Background: an optimization exercise with open tools, aiming at small area. Do not read the settings as production practice. In this exercise RTL edits were held to simulation tests only and were not proved equivalent to the original. Power figures rest on the tool's default switching activity, not on a simulated workload.

## data_mem_mmio
module data_mem_mmio (
    input  logic        clk,
    input  logic        rst,
    input  logic        req_valid,
    output logic        req_ready,
    input  logic        req_we,
    input  logic [31:0] req_addr,
    input  logic [31:0] req_wdata,
    output logic [31:0] rdata,
    output logic        rdata_valid,
    output logic [7:0]  tx_data,
    output logic        tx_valid,
    input  logic        tx_ready
);
Size: ~6000 cells after synthesis, about 2100 flip-flops, about 110 I/O pins, ~76000 um^2 of cells after synthesis.
export LEC_CHECK = 0
export CAP_MARGIN = 5
export CORE_MARGIN = 2
export CORE_UTILIZATION = 75
export SLEW_MARGIN = 5
export SYNTH_HIERARCHICAL = 1
export SYNTH_MINIMUM_KEEP_SIZE = 0
create_clock -name core_clock -period 4.0 [get_ports {clk}]
standard.sh (not shown) runs the stock make flow with config.mk's settings and CLKGATE_MAP_FILE= SYNTH_SCRIPT=/design/flow/synth_recipe.tcl, a recipe that flattens the netlist after the stock synthesis.
==> flow/flow/run.sh <==
#!/bin/bash
# Layout flow: the standard ORFS flow (standard synthesis unchanged), with
#  - CTS without dummy loads, on clkbuf_4/clkbuf_8
#  - port buffers of buf_2 instead of the resizer's default choice
# Each ORFS step writes its full log under orfs/logs/; make's own output goes to standard.log.
set -euo pipefail
export CTS_ARGS="-sink_clustering_enable -repair_clock_nets -dont_use_dummy_load -buf_list {sky130_fd_sc_hd__clkbuf_4 sky130_fd_sc_hd__clkbuf_8} -sink_clustering_size 16 -sink_clustering_max_diameter 50"
export BUFFER_PORTS_ARGS="-buffer_cell sky130_fd_sc_hd__buf_2"
bash standard.sh > standard.log 2>&1
The starting point ran to the end with no violations.
Then changed:
CAP_MARGIN = 20   (was 5)
CORE_UTILIZATION = 60   (was 75)
CTS_BUF_LIST = sky130_fd_sc_hd__clkbuf_4 sky130_fd_sc_hd__clkbuf_8   (was default)
CTS_CLUSTER_DIAMETER = 50   (was default)
CTS_CLUSTER_SIZE = 16   (was default)
SLEW_MARGIN = 20   (was 5)
Flip-flop and latch count is unchanged. Setup slack degrades by 160 ps. Die area rose by 25%.
Then changed:
CAP_MARGIN = 5   (was 20)
CORE_UTILIZATION = 70   (was 60)
CTS_BUF_LIST = default   (was sky130_fd_sc_hd__clkbuf_4 sky130_fd_sc_hd__clkbuf_8)
CTS_CLUSTER_DIAMETER = default   (was 50)
CTS_CLUSTER_SIZE = default   (was 16)
SLEW_MARGIN = 5   (was 20)
Outcome: The new run produced a clean layout; worst hold slack got worse by 150 ps; total power drops by 1.2%; via count goes up by 1.2%; setup slack gains 280 ps; maximum frequency increases by 8.3%; non-clock buffer count went down by 82; sequential share of layout area rose by 0.79 points.


## the previous run
Starting RTL as in the previous note.
==> flow/config.mk <==
export PLATFORM = sky130hd
export DESIGN_NAME = data_mem_mmio
export DESIGN_NICKNAME = data_mem_mmio
export VERILOG_FILES = /design/flow/design.v
export SDC_FILE = /design/flow/constraint.sdc
export NUM_CORES = 4
export LEC_CHECK = 0
export CAP_MARGIN = 20
export CORE_MARGIN = 2
export CORE_UTILIZATION = 60
export CTS_BUF_LIST = sky130_fd_sc_hd__clkbuf_4 sky130_fd_sc_hd__clkbuf_8
export CTS_CLUSTER_DIAMETER = 50
export CTS_CLUSTER_SIZE = 16
export SLEW_MARGIN = 20
export SYNTH_HIERARCHICAL = 1
export SYNTH_MINIMUM_KEEP_SIZE = 0
==> flow/constraint.sdc <==
create_clock -name core_clock -period 4.0 [get_ports {clk}]
set_input_delay 0.8000 -clock core_clock [delete_from_list [all_inputs] [get_ports {clk}]]
set_output_delay 0.8000 -clock core_clock [all_outputs]
set_load 0.01 [all_outputs]
run.sh (not shown) runs the stock make flow with config.mk's settings and CLKGATE_MAP_FILE= SYNTH_SCRIPT=/design/flow/synth_recipe.tcl, a recipe that flattens the netlist after the stock synthesis.
Stock flow here: none of the scripts above is used.
[inputs] the current run vs the previous run
==> flow/flow/run.sh (new file) <==
#!/bin/bash
# Layout flow: the standard ORFS flow (standard synthesis unchanged), with
#  - CTS without dummy loads, on clkbuf_4/clkbuf_8
#  - port buffers of buf_2 instead of the resizer's default choice
# Each ORFS step writes its full log under orfs/logs/; make's own output goes to standard.log.
set -euo pipefail
export CTS_ARGS="-sink_clustering_enable -repair_clock_nets -dont_use_dummy_load -buf_list {sky130_fd_sc_hd__clkbuf_4 sky130_fd_sc_hd__clkbuf_8} -sink_clustering_size 16 -sink_clustering_max_diameter 50"
export BUFFER_PORTS_ARGS="-buffer_cell sky130_fd_sc_hd__buf_2"
bash standard.sh > standard.log 2>&1
==> flow/standard.sh (new file) <==
#!/bin/bash
# synth_recipe.tcl (not shown) runs the flow's synth.tcl, then flattens the netlist and writes it again
# the make line also repeats each setting of config.mk as NAME=value (left out here)
make -C /OpenROAD-flow-scripts/flow DESIGN_CONFIG=/design/flow/config.mk WORK_HOME=/design/flow/orfs CLKGATE_MAP_FILE= SYNTH_SCRIPT=/design/flow/synth_recipe.tcl "${@:-finish}"
diff --git a/flow/config.mk b/flow/config.mk
--- a/flow/config.mk
+++ b/flow/config.mk
@@ -8 +8 @@
-export CAP_MARGIN = 20
+export CAP_MARGIN = 5
@@ -10,5 +10,2 @@
-export CORE_UTILIZATION = 60
-export CTS_BUF_LIST = sky130_fd_sc_hd__clkbuf_4 sky130_fd_sc_hd__clkbuf_8
-export CTS_CLUSTER_DIAMETER = 50
-export CTS_CLUSTER_SIZE = 16
-export SLEW_MARGIN = 20
+export CORE_UTILIZATION = 80
+export SLEW_MARGIN = 5
removed: flow/run.sh
==> comparison <==
Max global routing usage on met3 across the previous run and the current run: the current run. In the current run the starting utilization of the core area turned out 21 points higher than in the previous run. Higher vertical die dimension among the previous run and the current run: the previous run. Die size: the current run is under the previous run. Between the previous run and the current run, the number of clock buffers inserted by TritonCTS is lower for the current run. Core utilization: the current run higher than the previous run. NOTE: final routed wirelength across all metal layers in the current run falls short of that of the previous run. When the final numbers for the previous run and the current run were put side by side, the via count turned out to be greater in the current run.

afterwards: timing with drivers on the ports:
How much do the figures lean on ideal ports? The routed layouts below were timed once more, with nothing changed but the port constraints. Step 1, drivers: a clkbuf_16 drives clk and a buf_2 each remaining input, both assumed. Step 2 times the ports against the registers' clock, not the clock port: input delays grow and output delays shrink by t, the midpoint of the rising clock arrivals with the driver on. Slacks: ideal / step 1 / step 2; pairs: ideal / step 1.
run	t, ns	setup slack, ns	latest minus earliest clock arrival (ns)
the first run of note 1	0.981	0.549 / 0.584 / -0.398	0.079 / 0.079
the second run of note 1	0.979	0.392 / 0.429 / -0.550	0.075 / 0.075
the third run of note 1	0.954	0.668 / 0.615 / -0.339	0.103 / 0.102
the previous run	0.999	0.219 / 0.251 / -0.748	0.060 / 0.060
the current run	0.975	0.472 / 0.536 / -0.439	0.060 / 0.059
With both steps, setup timing fails in every run listed, where it was met with ideal ports. The setup slack of the third run of note 1, which loses most, moves by -0.053 ns with the drivers and by -1.007 ns with both steps.
